Context: an optimization exercise on an open-source flow, tuned for small area, a short achievable clock period and few clock cycles per item. The choices shown serve that exercise and are no tape-out recipe.
Only simulation tests tie the RTL to the original design; equivalence was not proved.
Power is estimated from default activity; no workload was simulated.

Setup of JK:
==> flow/design.v (excerpt) <==
module sliding_window_arq_control (
	input  logic        clk,
	input  logic        arst_n,
	input  logic        s_tvalid,
	output logic        s_tready,
	input  logic [47:0] s_tdata,    
	input  logic [1:0]  s_tuser,    
	output logic        m_tvalid,
	input  logic        m_tready,
	output logic [79:0] m_tdata,    
	output logic [2:0]  m_tuser,    
	output logic        m_tlast,
	input  logic        cfg_valid,
	output logic        cfg_ready,
	input  logic [1:0]  cfg_index,
	input  logic [30:0] cfg_data
);
Size in the first run: about 4300 cells after synthesis, ~980 flip-flops, ~180 I/O pins, roughly 0.050 mm^2 of cells after synthesis.
clock: 10.0 ns
lec_check: 0
abc_clock_period_in_ps: 3500
cap_margin: 20
core_margin: 2
core_utilization: 60
cts_buf_list: sky130_fd_sc_hd__clkbuf_8
cts_cluster_diameter: 56
cts_cluster_size: 12
slew_margin: 20
tns_end_percent: 5
standard.sh (not shown) runs the stock make flow with config.mk's settings and CLKGATE_MAP_FILE= SYNTH_SCRIPT=/design/flow/synth_recipe.tcl, a recipe that flattens the netlist after the stock synthesis.
==> flow/flow/run.sh <==
#!/bin/bash
# Standard layout with two changes to how it is made:
# - timing repair aims below the clock period (repair works until setup
#   slack reaches the margin, so it keeps shortening paths the 10 ns
#   constraint alone would leave as they are);
# - the port buffers are plain buf_4 cells, not the delay cells the default
#   port buffering picks.
set -euo pipefail
export SETUP_SLACK_MARGIN=6.5
export BUFFER_PORTS_ARGS="-buffer_cell sky130_fd_sc_hd__buf_4"
bash standard.sh > make.log 2>&1
Testbench counts of JK, summed over its fixed seeds: cycles 5,355, items 4,800.
Edits applied to the flow inputs when going from JK to MS:
--- a/flow/design.v
+++ b/flow/design.v
@@ -235,23 +235,23 @@
 				w_slot = ptr_q;
 				w_seq  = rd_seq;
 				w_ack  = expect_p1;
 				w_len  = rd_len;
 				w_last = 1'b0;
 			end
 		end
 	end
 	logic fire_nw;
 	assign fire_nw      = in_v_q && !blocked;
 	assign walk_start   = fire_nw && in_tick_q && cd_zero && !empty;
-	assign do_push_slot = in_v_q && in_data_q && !full && !in_zero_q;
+	assign do_push_slot = fire && in_data_q && !full && !in_zero_q;
 	assign do_piggy     = fire && in_recv_q && !in_ack_q && !in_hdr_q && !empty;
 	for (genvar g = 0; g < 8; g++) begin : g_cell
 		assign wr_en[g]  = do_push_slot && (tail_q == 3'(g));
 		assign ack_en[g] = wr_en[g] || piggy_q && (ptr_q == 3'(g));
 		swac_cell u_cell (
 			.clk     (clk),
 			.wr_en   (wr_en[g]),
 			.ack_en  (ack_en[g]),
 			.wr_seq  (send_seq_q),
 			.wr_ack  (expect_q),
 			.wr_len  (pay_len),
Findings:
- [MS] portion of total power attributed to the clock network rose 0.5 points relative to JK
- Comparing JK and MS, the lower switching share of power was measured on MS.
- On MS: number of non-clock inverters is 3.9% higher than what JK gave.
- Compared with JK, MS shows a higher post-synthesis area per instance.
- Endpoint of the worst setup timing path = occ_q[6]: JK; endpoint of the worst setup timing path = send_seq_q[30]: MS
- Compared with JK, in MS period utilization went up 1.2 points; worst setup timing slack at the placement stage shows a reduction of 0.35 ns.
- Compared to JK, MS has non-clock buffer count about 4.3% lower.
- Between JK and MS, the final hold slack figures differ only marginally.
- Changes observed in MS relative to JK: cell area after layout went down by about 1.4%; final worst setup slack lower; routed wire length lost about 1.6%.
- On pin count of the biggest net entering global routing: between JK and MS, it ends up lower for MS.
- In MS relative to JK, number of clock buffer instances in the layout had gone down by a few percent.
Testbench counts of MS, summed over its fixed seeds: cycles 5,355, items 4,800.

---

## v6
sliding_window_arq_control, a different RTL version from the one above (not shown whole).
Size: about 4200 cells after synthesis, ~180 I/O pins, roughly 49000 um2 of cells after synthesis.
==> flow/config.mk <==
export PLATFORM = sky130hd
export DESIGN_NAME = sliding_window_arq_control
export DESIGN_NICKNAME = sliding_window_arq_control
export VERILOG_FILES = /design/flow/design.v
export SDC_FILE = /design/flow/constraint.sdc
export NUM_CORES = 4
export LEC_CHECK = 0
export ABC_CLOCK_PERIOD_IN_PS = 3500
export CAP_MARGIN = 20
export CORE_MARGIN = 2
export CORE_UTILIZATION = 40
export SETUP_SLACK_MARGIN = 5
export SLEW_MARGIN = 20
==> flow/constraint.sdc <==
create_clock -name core_clock -period 10.0 [get_ports {clk}]
set_input_delay 2.0000 -clock core_clock [delete_from_list [all_inputs] [get_ports {clk}]]
set_output_delay 2.0000 -clock core_clock [all_outputs]
set_load 0.01 [all_outputs]
run.sh (not shown) runs the stock make flow with config.mk's settings and CLKGATE_MAP_FILE= SYNTH_SCRIPT=/design/flow/synth_recipe.tcl, a recipe that flattens the netlist after the stock synthesis.
Stock flow here: none of the scripts above is used.
Testbench counts of v6, summed over its fixed seeds: cycles 5,350, items 4,800.
> inputs changed (v6 -> v7)
--- a/flow/design.v
+++ b/flow/design.v
@@ -112,21 +112,22 @@
 	logic [9:0]  c_len [8];
 	logic [7:0]  hit, wr_en, ack_en;
 	function automatic [2:0] last_slot(input [3:0] w);
 		if (w == 4'd0)   last_slot = 3'd0;
 		else if (w[3])   last_slot = 3'd7;
 		else             last_slot = w[2:0] - 3'd1;
 	endfunction
 	logic [2:0] tail_m1, tail_nx, ptr_nx, head;
-	logic [7:0] size_mask, occ_rot;
+	logic [7:0] size_mask, ge_tail, occ_rot;
 	logic       empty, full;
 	always_comb begin
 		for (int i = 0; i < 8; i++) begin
 			size_mask[i] = (3'(i) <= size_m1_q);
+			ge_tail[i]   = (3'(i) >= tail_q);
 		end
 	end
 	assign tail_m1 = (tail_q == 3'd0) ? size_m1_q : tail_q - 3'd1;
 	assign tail_nx = (tail_q == size_m1_q) ? 3'd0 : tail_q + 3'd1;
 	assign ptr_nx  = (ptr_q == size_m1_q) ? 3'd0 : ptr_q + 3'd1;
 	assign empty   = (occ_q == 8'd0);
 	assign full    = (occ_q == size_mask);
 	assign occ_rot = (8'(occ_q >> tail_q)) | (8'(occ_q << (4'd8 - 4'(tail_q))));
@@ -141,25 +142,31 @@
 	assign fire = in_v_q && !walk_v_q && (!in_word_q || room && !sec_v_q);
 	assign s_tready = !in2_v_q;
 	assign makes_word = in_word_q && !(in_data_q && !full && in_zero_q);
 	logic [31:0] rd_seq, rd_ack;
 	logic [9:0]  rd_len;
 	assign rd_seq = c_seq[ptr_q];
 	assign rd_ack = c_ack[ptr_q];
 	assign rd_len = c_len[ptr_q];
-	logic [7:0] span [8];
-	logic [7:0] kept;
+	logic [7:0] stop, st_a, st_b, pre_a, pre_b, popped;
+	logic       any_a;
+	assign stop  = occ_q & ~hit;
+	assign st_a  = stop & ge_tail;
+	assign st_b  = stop & ~ge_tail;
+	assign any_a = (st_a != 8'd0);
 	always_comb begin
+		pre_a[0] = 1'b0;
+		pre_b[0] = 1'b0;
+		for (int i = 1; i < 8; i++) begin
+			pre_a[i] = pre_a[i-1] | st_a[i-1];
+			pre_b[i] = pre_b[i-1] | st_b[i-1];
+		end
 		for (int i = 0; i < 8; i++) begin
-			for (int j = 0; j < 8; j++) begin
-				if (3'(i) >= tail_q) span[i][j] = (3'(j) >= tail_q) && (j <= i);
-				else                 span[i][j] = (3'(j) >= tail_q) || (j <= i);
-			end
-			kept[i] = occ_q[i] && ((occ_q & span[i] & ~hit) != 8'd0);
+			popped[i] = occ_q[i] && hit[i] && (ge_tail[i] ? !pre_a[i] : !any_a && !pre_b[i]);
 		end
 	end
 	logic [31:0] cd_diff;
 	logic        cd_zero;
 	assign cd_diff = {1'b0, countdown_q} - {16'd0, tick_q};
 	assign cd_zero = cd_diff[31] || (cd_diff[30:0] == 31'd0);
 	logic [9:0] in_len, pay_len, deliv_len;
 	assign in_len    = opd_q[9:0];
@@ -307,17 +314,17 @@
 				if (in_end_q) begin
 					if (!full) begin
 						ended_q    <= 1'b1;
 						send_seq_q <= send_seq_q + 32'd1;
 					end
 				end
 				if (in_recv_q) begin
 					if (in_ack_q) begin
-						occ_q <= kept;
+						occ_q <= occ_q & ~popped;
 					end else if (!in_hdr_q) begin
 						expect_q <= expect_p1;
 					end
 					if (!in_ack_q && (!in_hdr_q || ended_q && empty)) begin
 						sec_v_q <= 1'b1;
 					end
 				end
 				if (in_tick_q) begin
Results
v7 vs v6: cell count after placement up slightly. v6 → v7: clock share of power now sits higher, longest individual stage delay on the worst path now sits at about the same level, proportion of synthesized chip area in sequential cells now sits lower. Looking at fraction of standard cell area that is sequential across v6 and v7, the one that comes out lower is v7. On utilization after layout, the higher figure sits with v7, not v6. Compared with v6, v7 shows global-route usage lower by 0.78 points.
Testbench counts of v7, summed over its fixed seeds: cycles 5,350, items 4,800.

[re-timing with driven ports]
The results above use ideal ports. As a check the final layouts listed here were re-extracted and re-timed, cells and wires unchanged.
Step 1, drivers: a clkbuf_16 drives clk and a buf_2 each remaining input, both assumed.
Step 2 adds t to the input delays and takes it off the output delays; t is the mean of the earliest and latest rising clock arrival at the registers after step 1. Input paths then give back, and output paths get back, about the clock's delay inside the block.
Three values: ideal, step 1, step 2; two values: the first two.
run | shift t [ns] | setup slack, ns | worst setup path after step 2 | worst data-port slew with drivers (ns) | pins driven straight from the clock port
JK | 0.814 | 6.459 / 6.433 / 5.676 | input to register | 0.08 | 1
MS | 0.820 | 6.335 / 6.344 / 5.553 | input to register | 0.10 | 1
v6 | 0.762 | 5.121 / 5.150 / 4.408 | input to register | 0.08 | 1
v7 | 0.767 | 5.082 / 5.133 / 4.366 | input to register | 0.11 | 1
After both steps setup and hold are still met in every run listed. For JK, which loses most, drivers alone change the setup slack by -0.026 ns; drivers and shift together by -0.783 ns.
